Source: an optimization exercise on an open RTL-to-GDS flow (aim: small area, a short achievable clock period and few clock cycles per item). Production flows keep margins and buffers that such runs may drop.
Only simulation tests tie the RTL to the original design; equivalence was not proved.

`run.sh`:
```
#!/bin/bash
# synth_recipe.tcl (not shown) runs the flow's synth.tcl, then flattens the netlist and writes it again
# the make line also repeats each setting of config.mk as NAME=value (left out here)
make -C /OpenROAD-flow-scripts/flow DESIGN_CONFIG=/design/flow/config.mk WORK_HOME=/design/flow/orfs CLKGATE_MAP_FILE= SYNTH_SCRIPT=/design/flow/synth_recipe.tcl finish
```
`config.mk`:
```
export PLATFORM = sky130hd
export DESIGN_NAME = murmur2_hash_bucket_select
export DESIGN_NICKNAME = murmur2_hash_bucket_select
export VERILOG_FILES = /design/flow/design.v
export SDC_FILE = /design/flow/constraint.sdc
export NUM_CORES = 4
export LEC_CHECK = 0
export CAP_MARGIN = 20
export CORE_MARGIN = 2
export CORE_UTILIZATION = 60
export PLACE_DENSITY = 0.6
export SETUP_SLACK_MARGIN = 3.1
export SLEW_MARGIN = 20
export SYNTH_HIERARCHICAL = 1
export SYNTH_MINIMUM_KEEP_SIZE = 0
```
`constraint.sdc`:
```
create_clock -name core_clock -period 9.0 [get_ports {clk}]
set_input_delay 1.8000 -clock core_clock [delete_from_list [all_inputs] [get_ports {clk}]]
set_output_delay 1.8000 -clock core_clock [all_outputs]
set_load 0.01 [all_outputs]
```
`design.v`:
```
package mhbs_pkg;
  localparam logic [31:0] MIX_MUL       = 32'h5bd1_e995;
  localparam logic [31:0] RESET_SEED    = 32'h1234_abcd;
  localparam logic [3:0]  RESET_SM1     = 4'd1;
  function automatic logic [1:0] mod3_15(logic [3:0] x);
    case (x)
      4'd0: mod3_15 = 2'd0;
      4'd1: mod3_15 = 2'd1;
      4'd2: mod3_15 = 2'd2;
      4'd3: mod3_15 = 2'd0;
      4'd4: mod3_15 = 2'd1;
      4'd5: mod3_15 = 2'd2;
      4'd6: mod3_15 = 2'd0;
      4'd7: mod3_15 = 2'd1;
      4'd8: mod3_15 = 2'd2;
      4'd9: mod3_15 = 2'd0;
      4'd10: mod3_15 = 2'd1;
      4'd11: mod3_15 = 2'd2;
      4'd12: mod3_15 = 2'd0;
      4'd13: mod3_15 = 2'd1;
      4'd14: mod3_15 = 2'd2;
      default: mod3_15 = 2'd0;
    endcase
  endfunction
  function automatic logic [2:0] mod5_15(logic [3:0] x);
    case (x)
      4'd0: mod5_15 = 3'd0;
      4'd1: mod5_15 = 3'd1;
      4'd2: mod5_15 = 3'd2;
      4'd3: mod5_15 = 3'd3;
      4'd4: mod5_15 = 3'd4;
      4'd5: mod5_15 = 3'd0;
      4'd6: mod5_15 = 3'd1;
      4'd7: mod5_15 = 3'd2;
      4'd8: mod5_15 = 3'd3;
      4'd9: mod5_15 = 3'd4;
      4'd10: mod5_15 = 3'd0;
      4'd11: mod5_15 = 3'd1;
      4'd12: mod5_15 = 3'd2;
      4'd13: mod5_15 = 3'd3;
      4'd14: mod5_15 = 3'd4;
      default: mod5_15 = 3'd0;
    endcase
  endfunction
  function automatic logic [3:0] crt12(logic [3:0] x);
    case (x)
      4'd0: crt12 = 4'd0;
      4'd1: crt12 = 4'd4;
      4'd2: crt12 = 4'd8;
      4'd4: crt12 = 4'd9;
      4'd5: crt12 = 4'd1;
      4'd6: crt12 = 4'd5;
      4'd8: crt12 = 4'd6;
      4'd9: crt12 = 4'd10;
      4'd10: crt12 = 4'd2;
      4'd12: crt12 = 4'd3;
      4'd13: crt12 = 4'd7;
      4'd14: crt12 = 4'd11;
      default: crt12 = 4'd0;
    endcase
  endfunction
endpackage
module murmur2_hash_bucket_select (
  input  logic        clk,
  input  logic        rst_n,
  input  logic        in_valid,
  output logic        in_stall,
  input  logic [31:0] in_data_word,
  input  logic [2:0]  in_valid_bytes,
  input  logic        in_last_word,
  input  logic [7:0]  in_key_length,
  output logic        out_valid,
  input  logic        out_stall,
  output logic [3:0]  out_bucket,
  output logic [31:0] out_hash_value,
  input  logic        cfg_valid,
  output logic        cfg_ready,
  input  logic        cfg_index,
  input  logic [31:0] cfg_data
);
  logic [31:0] seed_r;
  logic [3:0]  sm1_r;        
  logic        adv;
  logic        in_acc;
  logic        in_key_r;     
  logic        v0, blk0, tl0, last0, first0;
  logic [31:0] w0;
  logic [7:0]  len0;
  logic        v1, blk1, tl1, last1, first1;
  logic [31:0] k1_r;
  logic [7:0]  len1;
  logic        v2, blk2, tl2, last2;
  logic [31:0] km2_r;        
  logic [23:0] tm2_r;        
  logic [31:0] h_r;
  logic        fv;
  logic [31:0] hf_r;
  logic        gv;
  logic [31:0] g_r;
  logic        mv;
  logic [31:0] o_r;
  logic [5:0]  n15_r;
  logic [7:0]  u63_r;
  logic [7:0]  d13_r;
  logic [6:0]  d11_r;
  logic        out_valid_r;
  logic [31:0] out_hash_r;
  logic [3:0]  out_bucket_r;
  assign adv       = !(out_valid_r && out_stall);
  assign in_stall  = !adv;
  assign in_acc    = in_valid && adv;
  assign cfg_ready = 1'b1;
  assign out_valid      = out_valid_r;
  assign out_bucket     = out_bucket_r;
  assign out_hash_value = out_hash_r;
  logic        i_ne, i_blk;
  logic [31:0] i_w;
  always_comb begin
    i_ne    = (in_valid_bytes != 3'd0);
    i_blk   = in_valid_bytes[2];
    i_w[7:0]   = in_data_word[7:0];
    i_w[15:8]  = in_data_word[15:8]  & {8{i_blk | in_valid_bytes[1]}};
    i_w[23:16] = in_data_word[23:16] & {8{i_blk | (in_valid_bytes[1:0] == 2'd3)}};
    i_w[31:24] = in_data_word[31:24] & {8{i_blk}};
  end
  always_ff @(posedge clk) begin
    if (!rst_n) begin
      in_key_r <= 1'b0;
      v0       <= 1'b0;
    end else if (adv) begin
      v0 <= in_valid;
      if (in_valid) in_key_r <= !in_last_word;
    end
  end
  always_ff @(posedge clk) begin
    if (adv) begin
      w0     <= i_w;
      blk0   <= i_blk;
      tl0    <= i_ne && !i_blk;
      last0  <= in_last_word;
      first0 <= !in_key_r;
      len0   <= in_key_length;
    end
  end
  logic [31:0] k1_m, k1_x, k2_m;
  assign k1_x = {k1_r[31:8], k1_r[7:0] ^ k1_r[31:24]};
  mhbs_mulm u_mul_k1 (.x(w0),   .y(k1_m));
  mhbs_mulm u_mul_k2 (.x(k1_x), .y(k2_m));
  always_ff @(posedge clk) begin
    if (!rst_n) begin
      v1 <= 1'b0;
      v2 <= 1'b0;
    end else if (adv) begin
      v1 <= v0;
      v2 <= v1;
    end
  end
  always_ff @(posedge clk) begin
    if (adv) begin
      k1_r  <= {k1_m[31:24], blk0 ? k1_m[23:0] : w0[23:0]};
      blk1  <= blk0;
      tl1   <= tl0;
      last1  <= last0;
      first1 <= first0;
      len1   <= len0;
      km2_r <= k2_m;
      tm2_r <= tl1  ? k1_r[23:0] : 24'd0;
      blk2  <= blk1;
      tl2   <= tl1;
      last2 <= last1;
    end
  end
  logic [31:0] h_a, h_p, h_n;
  logic        prep, ne2;
  assign prep = v1 && first1;
  assign ne2  = blk2 || tl2;
  assign h_a  = h_r ^ {8'd0, tm2_r};
  mhbs_mulm u_mul_h (.x(h_a), .y(h_p));
  assign h_n  = h_p ^ (km2_r & {32{blk2}});
  always_ff @(posedge clk) begin
    if (adv) begin
      if (prep)           h_r <= seed_r ^ {24'b0, len1};
      else if (v2 && ne2) h_r <= h_n;
      if (v2 && last2)    hf_r <= ne2 ? h_n : h_r;
    end
  end
  always_ff @(posedge clk) begin
    if (!rst_n) begin
      fv <= 1'b0;
    end else if (adv) begin
      fv <= v2 && last2;
    end
  end
  logic [31:0] f_x, f_g;
  assign f_x = hf_r ^ (hf_r >> 13);
  mhbs_mulm u_mul_f (.x(f_x), .y(f_g));
  always_ff @(posedge clk) begin
    if (!rst_n) begin
      gv          <= 1'b0;
      mv          <= 1'b0;
      out_valid_r <= 1'b0;
    end else if (adv) begin
      gv          <= fv;
      mv          <= gv;
      out_valid_r <= mv;
    end
  end
  logic [31:0] m_o;
  logic [13:0] s14;
  logic [11:0] s12;
  assign m_o = g_r ^ (g_r >> 15);
  mhbs_s14 u_s14 (.x(m_o), .s(s14));    
  mhbs_s12 u_s12 (.x(m_o), .s(s12));    
  logic [5:0] n15;    
  logic [7:0] u63;    
  logic [7:0] d13;    
  logic [6:0] d11;    
  mhbs_n15 u_n15 (.x(s14), .s(n15));   
  mhbs_u63 u_u63 (.x(s14), .s(u63));   
  mhbs_d13 u_d13 (.x(s14), .s(d13));   
  mhbs_d11 u_d11 (.x(s12), .s(d11));   
  logic [4:0] m15;
  logic [3:0] r15;
  logic [6:0] v63;
  logic [5:0] r63;
  logic [1:0] r3;
  logic [2:0] r5, r7;
  logic [3:0] r9, r11, r13;
  logic [3:0] x7;
  logic [4:0] x9;
  logic [5:0] x11, x13;
  logic [3:0] lo;
  logic [2:0] c6;
  logic [3:0] c10, c12, c14;
  logic [3:0] bkt;
  always_comb begin
    lo  = o_r[3:0];
    m15 = 5'(n15_r[3:0]) + 5'(n15_r[5:4]);
    r15 = (m15 >= 5'd15) ? 4'(m15 - 5'd15) : m15[3:0];
    v63 = 7'(u63_r[5:0]) + 7'(u63_r[7:6]);
    r63 = (v63 >= 7'd63) ? 6'(v63 - 7'd63) : v63[5:0];
    r3  = mhbs_pkg::mod3_15(r15);
    r5  = mhbs_pkg::mod5_15(r15);
    x7  = 4'(r63[2:0]) + 4'(r63[5:3]);
    r7  = (x7 >= 4'd14) ? 3'(x7 - 4'd14) : (x7 >= 4'd7) ? 3'(x7 - 4'd7) : x7[2:0];
    x9  = 5'(r63[2:0]) + 5'(3'd7 - r63[5:3]) + 5'd2;
    r9  = (x9 >= 5'd9) ? 4'(x9 - 5'd9) : x9[3:0];
    x13 = 6'(d13_r[3:0]) + 6'(d13_r[7:4]) + {1'b0, d13_r[7:4], 1'b0};
    r13 = (x13 >= 6'd26) ? 4'(x13 - 6'd26) : (x13 >= 6'd13) ? 4'(x13 - 6'd13) : x13[3:0];
    x11 = 6'(d11_r[3:0]) + 6'(d11_r[6:4]) + {1'b0, d11_r[6:4], 2'b0};
    r11 = (x11 >= 6'd33) ? 4'(x11 - 6'd33) : (x11 >= 6'd22) ? 4'(x11 - 6'd22) :
          (x11 >= 6'd11) ? 4'(x11 - 6'd11) : x11[3:0];
    c6  = (r3[0] == lo[0]) ? 3'(r3) : 3'(r3) + 3'd3;
    c10 = (r5[0] == lo[0]) ? 4'(r5) : 4'(r5) + 4'd5;
    c14 = (r7[0] == lo[0]) ? 4'(r7) : 4'(r7) + 4'd7;
    c12 = mhbs_pkg::crt12({lo[1:0], r3});
    case (sm1_r)
      4'd0:    bkt = 4'd0;
      4'd1:    bkt = {3'd0, lo[0]};
      4'd2:    bkt = {2'd0, r3};
      4'd3:    bkt = {2'd0, lo[1:0]};
      4'd4:    bkt = {1'd0, r5};
      4'd5:    bkt = {1'd0, c6};
      4'd6:    bkt = {1'd0, r7};
      4'd7:    bkt = {1'd0, lo[2:0]};
      4'd8:    bkt = r9;
      4'd9:    bkt = c10;
      4'd10:   bkt = r11;
      4'd11:   bkt = c12;
      4'd12:   bkt = r13;
      4'd13:   bkt = c14;
      4'd14:   bkt = r15;
      default: bkt = lo;
    endcase
  end
  always_ff @(posedge clk) begin
    if (adv) begin
      g_r          <= f_g;
      o_r          <= m_o;
      n15_r        <= n15;
      u63_r        <= u63;
      d13_r        <= d13;
      d11_r        <= d11;
      out_hash_r   <= o_r;
      out_bucket_r <= bkt;
    end
  end
  logic [3:0] cfg_sm1;
  always_comb begin
    if (cfg_data[4:0] == 5'd0)                        cfg_sm1 = 4'd0;
    else if (cfg_data[4] && cfg_data[3:0] != 4'd0)    cfg_sm1 = 4'd15;
    else                                              cfg_sm1 = 4'(cfg_data[4:0] - 5'd1);
  end
  always_ff @(posedge clk) begin
    if (!rst_n) begin
      seed_r <= mhbs_pkg::RESET_SEED;
      sm1_r  <= mhbs_pkg::RESET_SM1;
    end else if (cfg_valid) begin
      if (cfg_index) sm1_r  <= cfg_sm1;
      else           seed_r <= cfg_data;
    end
  end
endmodule
module mhbs_fa (
  input  logic a,
  input  logic b,
  input  logic c,
  output logic s,
  output logic co
);
  assign s  = a ^ b ^ c;
  assign co = (a & b) | (a & c) | (b & c);
endmodule
module mhbs_mulm (
  input  logic [31:0] x,
  output logic [31:0] y
);
  logic t1;
  logic t2;
  logic t3;
  logic t4;
  logic t5;
  logic t6;
  logic t7;
  logic t8;
  logic t9;
  logic t10;
  logic t11;
  logic t12;
  logic t13;
  logic t14;
  logic t15;
  logic t16;
  logic t17;
  logic t18;
  logic t19;
  logic t20;
  logic t21;
  logic t22;
  logic t23;
  logic t24;
  logic t25;
  logic t26;
  logic t27;
  logic t28;
  logic t29;
  logic t30;
  logic t31;
  logic t32;
  logic t33;
  logic t34;
  logic t35;
  logic t36;
  logic t37;
  logic t38;
  logic t39;
  logic t40;
  logic t41;
  logic t42;
  logic t43;
  logic t44;
  logic t45;
  logic t46;
  logic t47;
  logic t48;
  logic t49;
  logic t50;
  logic t51;
  logic t52;
  logic t53;
  logic t54;
  logic t55;
  logic t56;
  logic t57;
  logic t58;
  logic t59;
  logic t60;
  logic t61;
  logic t62;
  logic t63;
  logic t64;
  logic t65;
  logic t66;
  logic t67;
  logic t68;
  logic t69;
  logic t70;
  logic t71;
  logic t72;
  logic t73;
  logic t74;
  logic t75;
  logic t76;
  logic t77;
  logic t78;
  logic t79;
  logic t80;
  logic t81;
  logic t82;
  logic t83;
  logic t84;
  logic t85;
  logic t86;
  logic t87;
  logic t88;
  logic t89;
  logic t90;
  logic t91;
  logic t92;
  logic t93;
  logic t94;
  logic t95;
  logic t96;
  logic t97;
  logic t98;
  logic t99;
  logic t100;
  logic t101;
  logic t102;
  logic t103;
  logic t104;
  logic t105;
  logic t106;
  logic t107;
  logic t108;
  logic t109;
  logic t110;
  logic t111;
  logic t112;
  logic t113;
  logic t114;
  logic t115;
  logic t116;
  logic t117;
  logic t118;
  logic t119;
  logic t120;
  logic t121;
  logic t122;
  logic t123;
  logic t124;
  logic t125;
  logic t126;
  logic t127;
  logic t128;
  logic t129;
  logic t130;
  logic t131;
  logic t132;
  logic t133;
  logic t134;
  logic t135;
  logic t136;
  logic t137;
  logic t138;
  logic t139;
  logic t140;
  logic t141;
  logic t142;
  logic t143;
  logic t144;
  logic t145;
  logic t146;
  logic t147;
  logic t148;
  logic t149;
  logic t150;
  logic t151;
  logic t152;
  logic t153;
  logic t154;
  logic t155;
  logic t156;
  logic t157;
  logic t158;
  logic t159;
  logic t160;
  logic t161;
  logic t162;
  logic t163;
  logic t164;
  logic t165;
  logic t166;
  logic t167;
  logic t168;
  logic t169;
  logic t170;
  logic t171;
  logic t172;
  logic t173;
  logic t174;
  logic t175;
  logic t176;
  logic t177;
  logic t178;
  logic t179;
  logic t180;
  logic t181;
  logic t182;
  logic t183;
  logic t184;
  logic t185;
  logic t186;
  logic t187;
  logic t188;
  logic t189;
  logic t190;
  logic t191;
  logic t192;
  logic t193;
  logic t194;
  logic t195;
  logic t196;
  logic t197;
  logic t198;
  logic t199;
  logic t200;
  logic t201;
  logic t202;
  logic t203;
  logic t204;
  logic t205;
  logic t206;
  logic t207;
  logic t208;
  logic t209;
  logic t210;
  logic t211;
  logic t212;
  logic t213;
  logic t214;
  logic t215;
  logic t216;
  logic t217;
  logic t218;
  logic t219;
  logic t220;
  logic t221;
  logic t222;
  logic t223;
  logic t224;
  logic t225;
  logic t226;
  logic t227;
  logic t228;
  logic t229;
  logic t230;
  logic t231;
  logic t232;
  logic t233;
  logic t234;
  logic t235;
  logic t236;
  logic t237;
  logic t238;
  logic t239;
  logic t240;
  logic t241;
  logic t242;
  logic t243;
  logic t244;
  logic t245;
  logic t246;
  logic t247;
  logic t248;
  logic t249;
  logic t250;
  logic t251;
  logic t252;
  logic t253;
  logic t254;
  logic t255;
  logic t256;
  logic t257;
  logic t258;
  logic t259;
  logic t260;
  logic t261;
  logic t262;
  logic t263;
  logic t264;
  logic t265;
  logic t266;
  logic t267;
  logic t268;
  logic t269;
  logic t270;
  logic t271;
  logic t272;
  logic t273;
  logic t274;
  logic t275;
  logic t276;
  logic t277;
  logic t278;
  logic t279;
  logic t280;
  logic t281;
  logic t282;
  logic t283;
  logic t284;
  logic t285;
  logic t286;
  logic t287;
  logic t288;
  logic t289;
  logic t290;
  logic t291;
  logic t292;
  logic t293;
  logic t294;
  logic t295;
  logic t296;
  logic t297;
  logic t298;
  logic t299;
  logic t300;
  logic t301;
  logic t302;
  logic t303;
  logic t304;
  logic t305;
  logic t306;
  logic t307;
  logic t308;
  logic t309;
  logic t310;
  logic t311;
  logic t312;
  logic t313;
  logic t314;
  logic t315;
  mhbs_fa u_fa1 (.a(x[4]), .b(x[2]), .c(x[0]), .s(t1), .co(t2));
  mhbs_fa u_fa2 (.a(x[5]), .b(x[3]), .c(x[1]), .s(t3), .co(t4));
  mhbs_fa u_fa3 (.a(x[6]), .b(x[4]), .c(x[2]), .s(t5), .co(t6));
  mhbs_fa u_fa4 (.a(x[7]), .b(x[5]), .c(x[3]), .s(t7), .co(t8));
  mhbs_fa u_fa5 (.a(x[8]), .b(x[6]), .c(x[4]), .s(t9), .co(t10));
  mhbs_fa u_fa6 (.a(x[9]), .b(x[7]), .c(x[5]), .s(t11), .co(t12));
  mhbs_fa u_fa7 (.a(x[10]), .b(x[8]), .c(x[6]), .s(t13), .co(t14));
  mhbs_fa u_fa8 (.a(x[11]), .b(x[9]), .c(x[7]), .s(t15), .co(t16));
  mhbs_fa u_fa9 (.a(x[2]), .b(x[0]), .c(~x[4]), .s(t17), .co(t18));
  mhbs_fa u_fa10 (.a(x[12]), .b(x[10]), .c(x[8]), .s(t19), .co(t20));
  mhbs_fa u_fa11 (.a(x[3]), .b(x[1]), .c(~x[5]), .s(t21), .co(t22));
  mhbs_fa u_fa12 (.a(x[13]), .b(x[11]), .c(x[9]), .s(t23), .co(t24));
  mhbs_fa u_fa13 (.a(x[14]), .b(x[12]), .c(x[10]), .s(t27), .co(t28));
  mhbs_fa u_fa14 (.a(x[5]), .b(x[3]), .c(~x[7]), .s(t29), .co(t30));
  mhbs_fa u_fa15 (.a(x[15]), .b(x[13]), .c(x[11]), .s(t31), .co(t32));
  mhbs_fa u_fa16 (.a(x[6]), .b(x[4]), .c(~x[8]), .s(t33), .co(t34));
  mhbs_fa u_fa17 (.a(x[16]), .b(x[14]), .c(x[12]), .s(t35), .co(t36));
  mhbs_fa u_fa18 (.a(x[7]), .b(x[5]), .c(~x[9]), .s(t37), .co(t38));
  mhbs_fa u_fa19 (.a(x[17]), .b(x[15]), .c(x[13]), .s(t39), .co(t40));
  mhbs_fa u_fa20 (.a(x[8]), .b(x[6]), .c(x[0]), .s(t41), .co(t42));
  mhbs_fa u_fa21 (.a(x[18]), .b(x[16]), .c(x[14]), .s(t43), .co(t44));
  mhbs_fa u_fa22 (.a(x[9]), .b(x[7]), .c(x[1]), .s(t45), .co(t46));
  mhbs_fa u_fa23 (.a(x[19]), .b(x[17]), .c(x[15]), .s(t47), .co(t48));
  mhbs_fa u_fa24 (.a(x[10]), .b(x[8]), .c(x[2]), .s(t49), .co(t50));
  mhbs_fa u_fa25 (.a(x[20]), .b(x[18]), .c(x[16]), .s(t51), .co(t52));
  mhbs_fa u_fa26 (.a(x[11]), .b(x[9]), .c(x[3]), .s(t53), .co(t54));
  mhbs_fa u_fa27 (.a(~x[0]), .b(x[13]), .c(x[7]), .s(t55), .co(t56));
  mhbs_fa u_fa28 (.a(x[21]), .b(x[19]), .c(x[17]), .s(t57), .co(t58));
  mhbs_fa u_fa29 (.a(x[12]), .b(x[10]), .c(x[4]), .s(t59), .co(t60));
  mhbs_fa u_fa30 (.a(~x[1]), .b(x[14]), .c(x[8]), .s(t61), .co(t62));
  mhbs_fa u_fa31 (.a(x[22]), .b(x[20]), .c(x[18]), .s(t63), .co(t64));
  mhbs_fa u_fa32 (.a(x[13]), .b(x[11]), .c(x[5]), .s(t65), .co(t66));
  mhbs_fa u_fa33 (.a(x[23]), .b(x[21]), .c(x[19]), .s(t69), .co(t70));
  mhbs_fa u_fa34 (.a(x[14]), .b(x[12]), .c(x[6]), .s(t71), .co(t72));
  mhbs_fa u_fa35 (.a(~x[3]), .b(x[16]), .c(x[10]), .s(t73), .co(t74));
  mhbs_fa u_fa36 (.a(x[24]), .b(x[22]), .c(x[20]), .s(t75), .co(t76));
  mhbs_fa u_fa37 (.a(x[15]), .b(x[13]), .c(x[7]), .s(t77), .co(t78));
  mhbs_fa u_fa38 (.a(~x[4]), .b(x[17]), .c(x[11]), .s(t79), .co(t80));
  mhbs_fa u_fa39 (.a(x[25]), .b(x[23]), .c(x[21]), .s(t81), .co(t82));
  mhbs_fa u_fa40 (.a(x[16]), .b(x[14]), .c(x[8]), .s(t83), .co(t84));
  mhbs_fa u_fa41 (.a(~x[5]), .b(x[18]), .c(x[12]), .s(t85), .co(t86));
  mhbs_fa u_fa42 (.a(x[26]), .b(x[24]), .c(x[22]), .s(t87), .co(t88));
  mhbs_fa u_fa43 (.a(x[17]), .b(x[15]), .c(x[9]), .s(t89), .co(t90));
  mhbs_fa u_fa44 (.a(x[13]), .b(x[4]), .c(x[0]), .s(t93), .co(t94));
  mhbs_fa u_fa45 (.a(x[27]), .b(x[25]), .c(x[23]), .s(t95), .co(t96));
  mhbs_fa u_fa46 (.a(x[18]), .b(x[16]), .c(x[10]), .s(t97), .co(t98));
  mhbs_fa u_fa47 (.a(~x[7]), .b(x[20]), .c(x[14]), .s(t99), .co(t100));
  mhbs_fa u_fa48 (.a(x[28]), .b(x[26]), .c(x[24]), .s(t101), .co(t102));
  mhbs_fa u_fa49 (.a(x[19]), .b(x[17]), .c(x[11]), .s(t103), .co(t104));
  mhbs_fa u_fa50 (.a(~x[8]), .b(x[21]), .c(x[15]), .s(t105), .co(t106));
  mhbs_fa u_fa51 (.a(x[29]), .b(x[27]), .c(x[25]), .s(t107), .co(t108));
  mhbs_fa u_fa52 (.a(x[20]), .b(x[18]), .c(x[12]), .s(t109), .co(t110));
  mhbs_fa u_fa53 (.a(x[16]), .b(x[7]), .c(x[3]), .s(t113), .co(t114));
  mhbs_fa u_fa54 (.a(x[30]), .b(x[28]), .c(x[26]), .s(t115), .co(t116));
  mhbs_fa u_fa55 (.a(x[21]), .b(x[19]), .c(x[13]), .s(t117), .co(t118));
  mhbs_fa u_fa56 (.a(~x[10]), .b(x[23]), .c(x[17]), .s(t119), .co(t120));
  mhbs_fa u_fa57 (.a(x[8]), .b(x[4]), .c(x[1]), .s(t121), .co(t122));
  mhbs_fa u_fa58 (.a(t8), .b(t9), .c(~x[1]), .s(t129), .co(t130));
  mhbs_fa u_fa59 (.a(t10), .b(t11), .c(x[0]), .s(t131), .co(t132));
  mhbs_fa u_fa60 (.a(t12), .b(t13), .c(x[1]), .s(t133), .co(t134));
  mhbs_fa u_fa61 (.a(t14), .b(t15), .c(t17), .s(t135), .co(t136));
  mhbs_fa u_fa62 (.a(t16), .b(t18), .c(t19), .s(t137), .co(t138));
  mhbs_fa u_fa63 (.a(t20), .b(t22), .c(t23), .s(t139), .co(t140));
  mhbs_fa u_fa64 (.a(~t25), .b(x[6]), .c(x[0]), .s(t141), .co(t142));
  mhbs_fa u_fa65 (.a(t24), .b(t26), .c(t27), .s(t143), .co(t144));
  mhbs_fa u_fa66 (.a(t28), .b(t30), .c(t31), .s(t145), .co(t146));
  mhbs_fa u_fa67 (.a(t32), .b(t34), .c(t35), .s(t147), .co(t148));
  mhbs_fa u_fa68 (.a(t36), .b(t38), .c(t39), .s(t149), .co(t150));
  mhbs_fa u_fa69 (.a(~t41), .b(x[10]), .c(x[4]), .s(t151), .co(t152));
  mhbs_fa u_fa70 (.a(t40), .b(t42), .c(t43), .s(t153), .co(t154));
  mhbs_fa u_fa71 (.a(~t45), .b(x[11]), .c(x[5]), .s(t155), .co(t156));
  mhbs_fa u_fa72 (.a(t44), .b(t46), .c(t47), .s(t157), .co(t158));
  mhbs_fa u_fa73 (.a(~t49), .b(x[12]), .c(x[6]), .s(t159), .co(t160));
  mhbs_fa u_fa74 (.a(t48), .b(t50), .c(t51), .s(t161), .co(t162));
  mhbs_fa u_fa75 (.a(t52), .b(t54), .c(t57), .s(t163), .co(t164));
  mhbs_fa u_fa76 (.a(~t59), .b(t56), .c(t61), .s(t165), .co(t166));
  mhbs_fa u_fa77 (.a(t58), .b(t60), .c(t63), .s(t167), .co(t168));
  mhbs_fa u_fa78 (.a(t65), .b(t67), .c(~t62), .s(t169), .co(t170));
  mhbs_fa u_fa79 (.a(t64), .b(t66), .c(t68), .s(t171), .co(t172));
  mhbs_fa u_fa80 (.a(t69), .b(t71), .c(~t73), .s(t173), .co(t174));
  mhbs_fa u_fa81 (.a(t70), .b(t72), .c(t75), .s(t175), .co(t176));
  mhbs_fa u_fa82 (.a(~t77), .b(t74), .c(t79), .s(t177), .co(t178));
  mhbs_fa u_fa83 (.a(t76), .b(t78), .c(t81), .s(t179), .co(t180));
  mhbs_fa u_fa84 (.a(~t83), .b(t80), .c(t85), .s(t181), .co(t182));
  mhbs_fa u_fa85 (.a(t82), .b(t84), .c(t87), .s(t183), .co(t184));
  mhbs_fa u_fa86 (.a(t89), .b(t91), .c(~t86), .s(t185), .co(t186));
  mhbs_fa u_fa87 (.a(t88), .b(t90), .c(t92), .s(t187), .co(t188));
  mhbs_fa u_fa88 (.a(t95), .b(t97), .c(~t94), .s(t189), .co(t190));
  mhbs_fa u_fa89 (.a(t99), .b(x[5]), .c(x[1]), .s(t191), .co(t192));
  mhbs_fa u_fa90 (.a(t96), .b(t98), .c(t101), .s(t193), .co(t194));
  mhbs_fa u_fa91 (.a(~t103), .b(t100), .c(t105), .s(t195), .co(t196));
  mhbs_fa u_fa92 (.a(t102), .b(t104), .c(t107), .s(t197), .co(t198));
  mhbs_fa u_fa93 (.a(t109), .b(t111), .c(~t106), .s(t199), .co(t200));
  mhbs_fa u_fa94 (.a(t108), .b(t110), .c(t112), .s(t201), .co(t202));
  mhbs_fa u_fa95 (.a(t115), .b(t117), .c(~t114), .s(t203), .co(t204));
  mhbs_fa u_fa96 (.a(t130), .b(t131), .c(~x[2]), .s(t208), .co(t209));
  mhbs_fa u_fa97 (.a(t132), .b(t133), .c(~x[3]), .s(t210), .co(t211));
  mhbs_fa u_fa98 (.a(t136), .b(t137), .c(t21), .s(t212), .co(t213));
  mhbs_fa u_fa99 (.a(t138), .b(t139), .c(~t141), .s(t214), .co(t215));
  mhbs_fa u_fa100 (.a(t140), .b(t143), .c(t29), .s(t216), .co(t217));
  mhbs_fa u_fa101 (.a(t144), .b(t145), .c(t33), .s(t218), .co(t219));
  mhbs_fa u_fa102 (.a(t146), .b(t147), .c(t37), .s(t220), .co(t221));
  mhbs_fa u_fa103 (.a(t148), .b(t149), .c(~t151), .s(t222), .co(t223));
  mhbs_fa u_fa104 (.a(t150), .b(t153), .c(~t152), .s(t224), .co(t225));
  mhbs_fa u_fa105 (.a(t154), .b(t157), .c(~t156), .s(t226), .co(t227));
  mhbs_fa u_fa106 (.a(t158), .b(t161), .c(t53), .s(t228), .co(t229));
  mhbs_fa u_fa107 (.a(t162), .b(t163), .c(~t165), .s(t230), .co(t231));
  mhbs_fa u_fa108 (.a(t164), .b(t167), .c(t169), .s(t232), .co(t233));
  mhbs_fa u_fa109 (.a(t166), .b(x[9]), .c(x[0]), .s(t234), .co(t235));
  mhbs_fa u_fa110 (.a(t168), .b(t170), .c(t171), .s(t236), .co(t237));
  mhbs_fa u_fa111 (.a(t172), .b(t174), .c(t175), .s(t238), .co(t239));
  mhbs_fa u_fa112 (.a(t176), .b(t179), .c(~t178), .s(t240), .co(t241));
  mhbs_fa u_fa113 (.a(t180), .b(t183), .c(t185), .s(t242), .co(t243));
  mhbs_fa u_fa114 (.a(t184), .b(t186), .c(t187), .s(t244), .co(t245));
  mhbs_fa u_fa115 (.a(t188), .b(t190), .c(t193), .s(t246), .co(t247));
  mhbs_fa u_fa116 (.a(t192), .b(t195), .c(x[6]), .s(t248), .co(t249));
  mhbs_fa u_fa117 (.a(t194), .b(t197), .c(t199), .s(t250), .co(t251));
  mhbs_fa u_fa118 (.a(t196), .b(t113), .c(x[0]), .s(t252), .co(t253));
  mhbs_fa u_fa119 (.a(t198), .b(t200), .c(t201), .s(t254), .co(t255));
  mhbs_fa u_fa120 (.a(~t203), .b(t119), .c(t121), .s(t256), .co(t257));
  mhbs_fa u_fa121 (.a(t211), .b(t134), .c(t135), .s(t259), .co(t260));
  mhbs_fa u_fa122 (.a(t215), .b(t216), .c(~t142), .s(t261), .co(t262));
  mhbs_fa u_fa123 (.a(t217), .b(t218), .c(~x[2]), .s(t263), .co(t264));
  mhbs_fa u_fa124 (.a(t219), .b(t220), .c(~x[3]), .s(t265), .co(t266));
  mhbs_fa u_fa125 (.a(t223), .b(t224), .c(~t155), .s(t267), .co(t268));
  mhbs_fa u_fa126 (.a(t225), .b(t226), .c(~t159), .s(t269), .co(t270));
  mhbs_fa u_fa127 (.a(t227), .b(t228), .c(~t160), .s(t271), .co(t272));
  mhbs_fa u_fa128 (.a(t231), .b(t232), .c(~t234), .s(t273), .co(t274));
  mhbs_fa u_fa129 (.a(t233), .b(t236), .c(t173), .s(t275), .co(t276));
  mhbs_fa u_fa130 (.a(t237), .b(t238), .c(~t177), .s(t277), .co(t278));
  mhbs_fa u_fa131 (.a(t239), .b(t240), .c(~t181), .s(t279), .co(t280));
  mhbs_fa u_fa132 (.a(t241), .b(t242), .c(~t182), .s(t281), .co(t282));
  mhbs_fa u_fa133 (.a(t243), .b(t244), .c(t189), .s(t283), .co(t284));
  mhbs_fa u_fa134 (.a(t245), .b(t246), .c(~t248), .s(t285), .co(t286));
  mhbs_fa u_fa135 (.a(t247), .b(t250), .c(~t249), .s(t287), .co(t288));
  mhbs_fa u_fa136 (.a(t251), .b(t254), .c(~t253), .s(t289), .co(t290));
  mhbs_fa u_fa137 (.a(t266), .b(t221), .c(t222), .s(t292), .co(t293));
  mhbs_fa u_fa138 (.a(t270), .b(t271), .c(~t55), .s(t294), .co(t295));
  mhbs_fa u_fa139 (.a(t272), .b(t229), .c(t230), .s(t296), .co(t297));
  mhbs_fa u_fa140 (.a(t274), .b(t275), .c(~t235), .s(t298), .co(t299));
  mhbs_fa u_fa141 (.a(t276), .b(t277), .c(~x[2]), .s(t300), .co(t301));
  mhbs_fa u_fa142 (.a(t278), .b(t279), .c(~x[3]), .s(t302), .co(t303));
  mhbs_fa u_fa143 (.a(t280), .b(t281), .c(~t93), .s(t304), .co(t305));
  mhbs_fa u_fa144 (.a(t282), .b(t283), .c(~t191), .s(t306), .co(t307));
  mhbs_fa u_fa145 (.a(t284), .b(t285), .c(~x[2]), .s(t308), .co(t309));
  mhbs_fa u_fa146 (.a(t286), .b(t287), .c(~t252), .s(t310), .co(t311));
  mhbs_fa u_fa147 (.a(t288), .b(t289), .c(~t256), .s(t312), .co(t313));
  always_comb begin
    t25 = ~(x[4] ^ x[2]);
    t26 = x[4] | x[2];
    t67 = ~(x[2] ^ ~x[15]);
    t68 = x[2] | ~x[15];
    t91 = ~(x[6] ^ ~x[19]);
    t92 = x[6] | ~x[19];
    t111 = ~(x[9] ^ ~x[22]);
    t112 = x[9] | ~x[22];
    t123 = x[31] ^ x[29] ^ x[27];
    t124 = x[22] ^ x[20] ^ x[14];
    t125 = x[11] ^ x[0] ^ ~x[24];
    t126 = x[18] ^ x[9] ^ x[5];
    t127 = ~(t6 ^ t7);
    t128 = t6 | t7;
    t205 = t116 ^ t118 ^ t123;
    t206 = t124 ^ t125 ^ ~t120;
    t207 = t122 ^ t126 ^ x[2];
    t258 = t202 ^ t204 ^ t205;
    t291 = t255 ^ t258 ^ t206;
    t314 = t290 ^ t291 ^ ~t257;
    t315 = t313 ^ t314 ^ ~t207;
    y = {t315,t311,t309,t307,t305,t303,t301,t299,t298,t297,t295,t294,t268,t293,t292,t264,t262,t261,t213,t260,t259,t209,t208,t128,t127,t4,t2,t1,x[3],x[2],x[1],x[0]} + {1'b0,t312,t310,t308,t306,t304,t302,t300,~x[1],t273,t296,1'b0,t269,t267,1'b0,t265,t263,~x[1],t214,t212,1'b0,t210,1'b0,t129,~x[0],t5,t3,1'b0,x[1],x[0],1'b0,1'b0};
  end
endmodule
module mhbs_s14 (
  input  logic [31:0] x,
  output logic [13:0] s
);
  logic u1;
  logic u2;
  logic u3;
  logic u4;
  logic u5;
  logic u6;
  logic u7;
  logic u8;
  logic u9;
  logic u10;
  logic u11;
  logic u12;
  logic u13;
  logic u14;
  logic u15;
  logic u16;
  logic u17;
  logic u18;
  logic u19;
  logic u20;
  logic u21;
  logic u22;
  logic u23;
  logic u24;
  mhbs_fa u_fa1 (.a(x[25]), .b(x[13]), .c(x[1]), .s(u3), .co(u4));
  mhbs_fa u_fa2 (.a(x[26]), .b(x[14]), .c(x[2]), .s(u5), .co(u6));
  mhbs_fa u_fa3 (.a(x[27]), .b(x[15]), .c(x[3]), .s(u7), .co(u8));
  mhbs_fa u_fa4 (.a(x[28]), .b(x[16]), .c(x[4]), .s(u9), .co(u10));
  mhbs_fa u_fa5 (.a(x[29]), .b(x[17]), .c(x[5]), .s(u11), .co(u12));
  mhbs_fa u_fa6 (.a(x[30]), .b(x[18]), .c(x[6]), .s(u13), .co(u14));
  mhbs_fa u_fa7 (.a(x[31]), .b(x[19]), .c(x[7]), .s(u15), .co(u16));
  always_comb begin
    u1 = x[24] ^ x[12];
    u2 = x[24] & x[12];
    u17 = x[20] ^ x[8];
    u18 = x[20] & x[8];
    u19 = x[21] ^ x[9];
    u20 = x[21] & x[9];
    u21 = x[22] ^ x[10];
    u22 = x[22] & x[10];
    u23 = x[23] ^ x[11];
    u24 = x[23] & x[11];
    s = {1'b0,u24,u22,u20,u18,u16,u14,u12,u10,u8,u6,u4,u2,u1} + {1'b0,1'b0,u23,u21,u19,u17,u15,u13,u11,u9,u7,u5,u3,x[0]};
  end
endmodule
module mhbs_s12 (
  input  logic [31:0] x,
  output logic [11:0] s
);
  logic u1;
  logic u2;
  logic u3;
  logic u4;
  logic u5;
  logic u6;
  logic u7;
  logic u8;
  logic u9;
  logic u10;
  logic u11;
  logic u12;
  logic u13;
  logic u14;
  logic u15;
  logic u16;
  logic u17;
  logic u18;
  logic u19;
  logic u20;
  logic u21;
  logic u22;
  logic u23;
  logic u24;
  logic u25;
  logic u26;
  logic u27;
  logic u28;
  logic u29;
  logic u30;
  logic u31;
  logic u32;
  logic u33;
  logic u34;
  logic u35;
  logic u36;
  logic u37;
  logic u38;
  logic u39;
  logic u40;
  mhbs_fa u_fa1 (.a(x[31]), .b(x[21]), .c(x[11]), .s(u3), .co(u4));
  mhbs_fa u_fa2 (.a(x[1]), .b(u3), .c(u2), .s(u23), .co(u24));
  mhbs_fa u_fa3 (.a(x[2]), .b(u5), .c(u4), .s(u25), .co(u26));
  mhbs_fa u_fa4 (.a(x[3]), .b(u7), .c(u6), .s(u27), .co(u28));
  mhbs_fa u_fa5 (.a(x[4]), .b(u9), .c(u8), .s(u29), .co(u30));
  mhbs_fa u_fa6 (.a(x[5]), .b(u11), .c(u10), .s(u31), .co(u32));
  mhbs_fa u_fa7 (.a(x[6]), .b(u13), .c(u12), .s(u33), .co(u34));
  mhbs_fa u_fa8 (.a(x[7]), .b(u15), .c(u14), .s(u35), .co(u36));
  mhbs_fa u_fa9 (.a(x[8]), .b(u17), .c(u16), .s(u37), .co(u38));
  mhbs_fa u_fa10 (.a(x[9]), .b(u19), .c(u18), .s(u39), .co(u40));
  always_comb begin
    u1 = x[30] ^ x[20];
    u2 = x[30] & x[20];
    u5 = x[22] ^ x[12];
    u6 = x[22] & x[12];
    u7 = x[23] ^ x[13];
    u8 = x[23] & x[13];
    u9 = x[24] ^ x[14];
    u10 = x[24] & x[14];
    u11 = x[25] ^ x[15];
    u12 = x[25] & x[15];
    u13 = x[26] ^ x[16];
    u14 = x[26] & x[16];
    u15 = x[27] ^ x[17];
    u16 = x[27] & x[17];
    u17 = x[28] ^ x[18];
    u18 = x[28] & x[18];
    u19 = x[29] ^ x[19];
    u20 = x[29] & x[19];
    u21 = x[10] ^ x[0];
    u22 = x[10] & x[0];
    s = {1'b0,u40,u38,u36,u34,u32,u30,u28,u26,u24,u22,u21} + {1'b0,u20,u39,u37,u35,u33,u31,u29,u27,u25,u23,u1};
  end
endmodule
module mhbs_n15 (
  input  logic [13:0] x,
  output logic [5:0] s
);
  logic u1;
  logic u2;
  logic u3;
  logic u4;
  logic u5;
  logic u6;
  logic u7;
  logic u8;
  logic u9;
  logic u10;
  logic u11;
  logic u12;
  logic u13;
  logic u14;
  logic u15;
  logic u16;
  mhbs_fa u_fa1 (.a(x[13]), .b(x[9]), .c(x[5]), .s(u3), .co(u4));
  mhbs_fa u_fa2 (.a(x[1]), .b(u3), .c(u2), .s(u11), .co(u12));
  mhbs_fa u_fa3 (.a(x[2]), .b(u5), .c(u4), .s(u13), .co(u14));
  mhbs_fa u_fa4 (.a(x[3]), .b(u7), .c(u6), .s(u15), .co(u16));
  always_comb begin
    u1 = x[12] ^ x[8];
    u2 = x[12] & x[8];
    u5 = x[10] ^ x[6];
    u6 = x[10] & x[6];
    u7 = x[11] ^ x[7];
    u8 = x[11] & x[7];
    u9 = x[4] ^ x[0];
    u10 = x[4] & x[0];
    s = {1'b0,u16,u14,u12,u10,u9} + {1'b0,u8,u15,u13,u11,u1};
  end
endmodule
module mhbs_u63 (
  input  logic [13:0] x,
  output logic [7:0] s
);
  logic u1;
  logic u2;
  logic u3;
  logic u4;
  logic u5;
  logic u6;
  logic u7;
  logic u8;
  logic u9;
  logic u10;
  logic u11;
  logic u12;
  mhbs_fa u_fa1 (.a(x[13]), .b(x[7]), .c(x[1]), .s(u3), .co(u4));
  always_comb begin
    u1 = x[12] ^ x[6];
    u2 = x[12] & x[6];
    u5 = x[8] ^ x[2];
    u6 = x[8] & x[2];
    u7 = x[9] ^ x[3];
    u8 = x[9] & x[3];
    u9 = x[10] ^ x[4];
    u10 = x[10] & x[4];
    u11 = x[11] ^ x[5];
    u12 = x[11] & x[5];
    s = {1'b0,u12,u10,u8,u6,u4,u2,u1} + {1'b0,1'b0,u11,u9,u7,u5,u3,x[0]};
  end
endmodule
module mhbs_d13 (
  input  logic [13:0] x,
  output logic [7:0] s
);
  logic u1;
  logic u2;
  logic u3;
  logic u4;
  logic u5;
  logic u6;
  logic u7;
  logic u8;
  logic u9;
  logic u10;
  logic u11;
  logic u12;
  logic u13;
  logic u14;
  mhbs_fa u_fa1 (.a(~x[7]), .b(x[1]), .c(u1), .s(u5), .co(u6));
  mhbs_fa u_fa2 (.a(~x[8]), .b(x[2]), .c(u2), .s(u7), .co(u8));
  always_comb begin
    u1 = ~x[13];
    u2 = x[13];
    u3 = x[12] ^ ~x[6];
    u4 = x[12] & ~x[6];
    u9 = ~x[9] ^ x[3];
    u10 = ~x[9] & x[3];
    u11 = ~x[10] ^ x[4];
    u12 = ~x[10] & x[4];
    u13 = ~x[11] ^ x[5];
    u14 = ~x[11] & x[5];
    s = {1'b0,u14,u12,u10,u8,u6,u4,u3} + {1'b0,1'b0,u13,u11,u9,u7,u5,x[0]};
  end
endmodule
module mhbs_d11 (
  input  logic [11:0] x,
  output logic [6:0] s
);
  logic u1;
  logic u2;
  logic u3;
  logic u4;
  logic u5;
  logic u6;
  logic u7;
  logic u8;
  logic u9;
  logic u10;
  logic u11;
  logic u12;
  mhbs_fa u_fa1 (.a(~x[6]), .b(x[1]), .c(u1), .s(u5), .co(u6));
  mhbs_fa u_fa2 (.a(~x[7]), .b(x[2]), .c(u2), .s(u7), .co(u8));
  always_comb begin
    u1 = ~x[11];
    u2 = x[11];
    u3 = x[10] ^ ~x[5];
    u4 = x[10] & ~x[5];
    u9 = ~x[8] ^ x[3];
    u10 = ~x[8] & x[3];
    u11 = ~x[9] ^ x[4];
    u12 = ~x[9] & x[4];
    s = {1'b0,u12,u10,u8,u6,u4,u3} + {1'b0,1'b0,u11,u9,u7,u5,x[0]};
  end
endmodule
```
==> metrics.md <==
| Metric | Value |
|---|---|
| Worst slack, placed | 2.75 ns |
| Critical Path AT | 6.00 ns |
| Dominant synthesized flop cell | edfxtp_1 |
| Bufs on Longest Clock Path | 3 |
| Total Wirelength | 102,000 um |
| Seq cells post-synth | 384 |
| Number of global-route vias before repair | 28,400 |
| Hold Violations, Final | 0 |
| Initial Utilization | 0.606 |
| Initial antenna violation count | 2 |
| Layout area overhead | 10.7% |
| GP Congestion | 0.947 |
| Die width | 262 um |
| Fmax | 175 MHz |
| Die footprint | 68,500 um2 |
| Crit-path max FO | 9 |
| Yosys top cell by area | fa_1 |
| IO Port Bufs | 119 |
| Outcome | timing/DRC/antenna clean |
| Final ANT Viol Nets | 0 |
| Reg2Reg Depth | 18 |
| Fin crit share | 0.633 |
| Post-synthesis sequential area ratio | 0.278 |
| Final Critical Period | 5.70 ns |
| Hpwl dp | 80,600 um |
| H-tree level count | 2 |
| Fill count | 4,838 |
| Skew final | 0.0280 ns |
| Setup violators final | 0 |
| Post-layout net count | 4,505 |
| Sequential Area | 11,100 um2 |
| CORE AREA | 65,700 um2 |
| Slew Viols, Final | 0 |
| Root Buffer | clkbuf_16 |
| Post-synth ARST share | 0 |
| Largest net degree at the start of global routing | 191 |
| Post-synth EDFFs | 340 |
| CTS buffer count | 43 |
| CP startpoint kind | register |
| Hold Crit Start | o_r[24] |
| CTS tree | done |
| First-pass GRT wire length | 158,000 um |
| Post-synth cell types | 99 |
| Synthesized area | 39,900 um2 |
| Critical Path Start | h_r[8] |
| Number of I/O pins | 121 |
| Clk pin slew, worst setup/hold paths | 0.06 ns |
| Top cells by count, synth | fa_1 (634), edfxtp_1 (340), inv_1 (328), ha_1 (248), nand2_1 (220) |
| Gr usage total | 0.305 |
| Rows | 94 |
| Synth Instances | 3,363 |
| DR vias | 26,500 |
| Setup TNS | 0 ns |
| Hold Crit Class | register to register |
| Setup ws final | 3.30 ns |
| DRC Markers | 0 |
| Placed Cells | 4,324 |
| Syn nets | 4,327 |
| RSZ-0062 raised after global routing | false |
| Critical path required time | 9.30 ns |
| Synth Warn # | 14 |
| Crit Path Class | register to register |
| Slew @ Worst Pin | 1.11 ns |
| Multi-input combinational cell area | 27,400 um2 |
| Max-Slew Margin vs Limit | 0.259 |
| Critical Path Sink Type | register |
| Syn avg cell area | 11.9 um2 |
| Hold Path Depth | 0 |
| Max-Cap Viols | 0 |
| Wire per inst | 22.9 um |
| Drt via density | 5.98 |
| Final Instance Count excl. Fillers | 4,440 |
| Share of the synthesized area in the top cell type | 0.318 |
| Drt pass-1 iters | 7 |
| Synth area leaders | fa_1 (32%), edfxtp_1 (26%), ha_1 (7.8%) |
| Share of layout cells above drive strength 1 | 0.0784 |
| Count leader, synth | fa_1 |
| Worst flop-to-flop path startpoint | h_r[8] |
| DIE HEIGHT | 262 um |
| Iteration-0 DRC Markers | 2,247 |
| Clock sink count | 384 |
| Clock latency on the worst-skew pair | 0.60 ns |
| Total congestion overflow | 0 |
## area by class of cell
class | instances | area share
multi-input combinational | 2577 | 0.621
tap | 864 | 0.0245
inverter | 330 | 0.0284
clock buffer | 50 | 0.0254
timing repair buffer | 205 | 0.0428
sequential | 384 | 0.251
clock inverter | 26 | 0.00623
antenna | 4 | 0.000227
## cell families after synthesis
group | Yosys count | share of synthesized area
simple gates | 661 | 0.0845
compound gates | 604 | 0.105
buf+inv | 403 | 0.0398
fa+ha+maj | 882 | 0.396
mux | 44 | 0.0121
flops | 384 | 0.278
xor+xnor | 384 | 0.0844
other cells | 1 | 0.0000941
## through the flow
stage	util	area (um2)	hold slack [ns]
finish	0.672	44200	0.419
global route	0.671	44100	0.425
CTS	0.664	43700	0.418
detailed placement	0.642	42200	0.405
global placement	0.642	42200	0.402
floorplan	-	39900	0.400
## modules after synthesis (local to each module, per instance)
module,area [um2],flops+latches,times used
mhbs_d13,357,0,1
mhbs_n15,209,0,1
murmur2_hash_bucket_select,18000,384,1
mhbs_d11,285,0,1
mhbs_u63,333,0,1
mhbs_fa,20.0,0,614
mhbs_s14,646,0,1
mhbs_s12,627,0,1
mhbs_mulm,1790,0,4
## worst max-delay path: stages (launching register included)
cell and delay [ns]:
edfxtp_1 0.41, xor2_1 0.21, buf_6 0.23, inv_1 0.15
fa_1 0.46, fa_1 0.58, fa_1 0.46, fa_1 0.44
fa_1 0.45, ha_1 0.36, and4_4 0.28, nand4_1 0.10
o21ba_1 0.23, and4b_1 0.25, o21bai_1 0.16, a21oi_1 0.11
xnor2_2 0.23, xor2_1 0.19, a21oi_1 0.10
## flip-flops by register name, indices dropped and copies added (netlist names), 24 cells and up
signal / count
w0: 32
tm2_r: 24
o_r: 32
seed_r: 32
km2_r: 32
out_hash_r: 32
k1_r: 32
h_r: 32
g_r: 32
hf_r: 32
## path summary, 6_finish.rpt
path | to | slack (ns)
setup / recovery | h_r[28] | 3.30
hold / removal | out_hash_r[24] | 0.42
setup reg to reg | h_r[28] | 3.30
hold reg to reg | out_hash_r[24] | 0.42
## cells in the final DEF, fill, tap and decap left out, types with 16 or more instances in the layout
master / synthesis / routed
a21o_1: 67 / 67
and2_1: 48 / 48
o21ai_0: 49 / 48
o21ai_1: 22 / 23
nor2b_1: 78 / 77
a21boi_0: 24 / 24
ha_1: 248 / 245
mux2_2: 27 / 27
dfxtp_1: 44 / 44
xnor2_1: 217 / 212
nand3_1: 46 / 46
nand4_1: 16 / 16
nor3_1: 30 / 30
clkbuf_16: 0 / 43
nand2_1: 220 / 218
a31oi_1: 28 / 28
a211oi_1: 49 / 48
a21oi_1: 184 / 183
o21bai_1: 24 / 24
xor2_1: 167 / 156
edfxtp_1: 340 / 340
and3_1: 25 / 25
clkdlybuf4s50_1: 0 / 119
nand2b_1: 23 / 23
inv_1: 328 / 324
fa_1: 634 / 634
buf_4: 10 / 77
nor2_1: 106 / 106
## metal layers
layer	share of wire	track usage	routed length [um]	vias to the layer above
met5	0.00096	0.00833	97	-
met4	0.036	0.107	3700	4
met2	0.48	0.500	48700	891
li1	-	-	-	11800
met1	0.41	0.402	41900	13600
met3	0.070	0.0695	7120	191
## timing repair
item                                    in CTS  in global routing
setup buffers                                0                 35
endpoints found under the setup margin      19                 24
resized for setup                            6                 32
cloned                                       0                  1
hold buffers                                 0                  0
pin swaps                                    0                  1
Testbench counts, summed over its fixed seeds: cycles 19,770, keys 3,000.

==> separate check: timing with driven ports <==
The results above use ideal ports. As a check the final layout listed here was re-extracted and re-timed, cells and wires unchanged. Step 1 assumes that a clkbuf_16 drives the clock port and a buf_2 every other input. Step 2 moves the port delays by t, midway between the first and last clock arrival at a register: inputs arrive t later, outputs are due t later. That takes back most of the time a late clock gives input paths. Three values: no drivers, after step 1, after step 2; two values: the first two.
shift t [ns]: 0.653
slack for setup (ns): 3.299 / 3.299 / 3.299
worst setup path after step 2: register to register
worst slew at a driven data input, ns: 0.12
cell pins on the clock port's net: 1
After both steps setup and hold are still met in this run. The setup slack of this run moves by 0.000 ns with the drivers and by 0.000 ns with both steps.
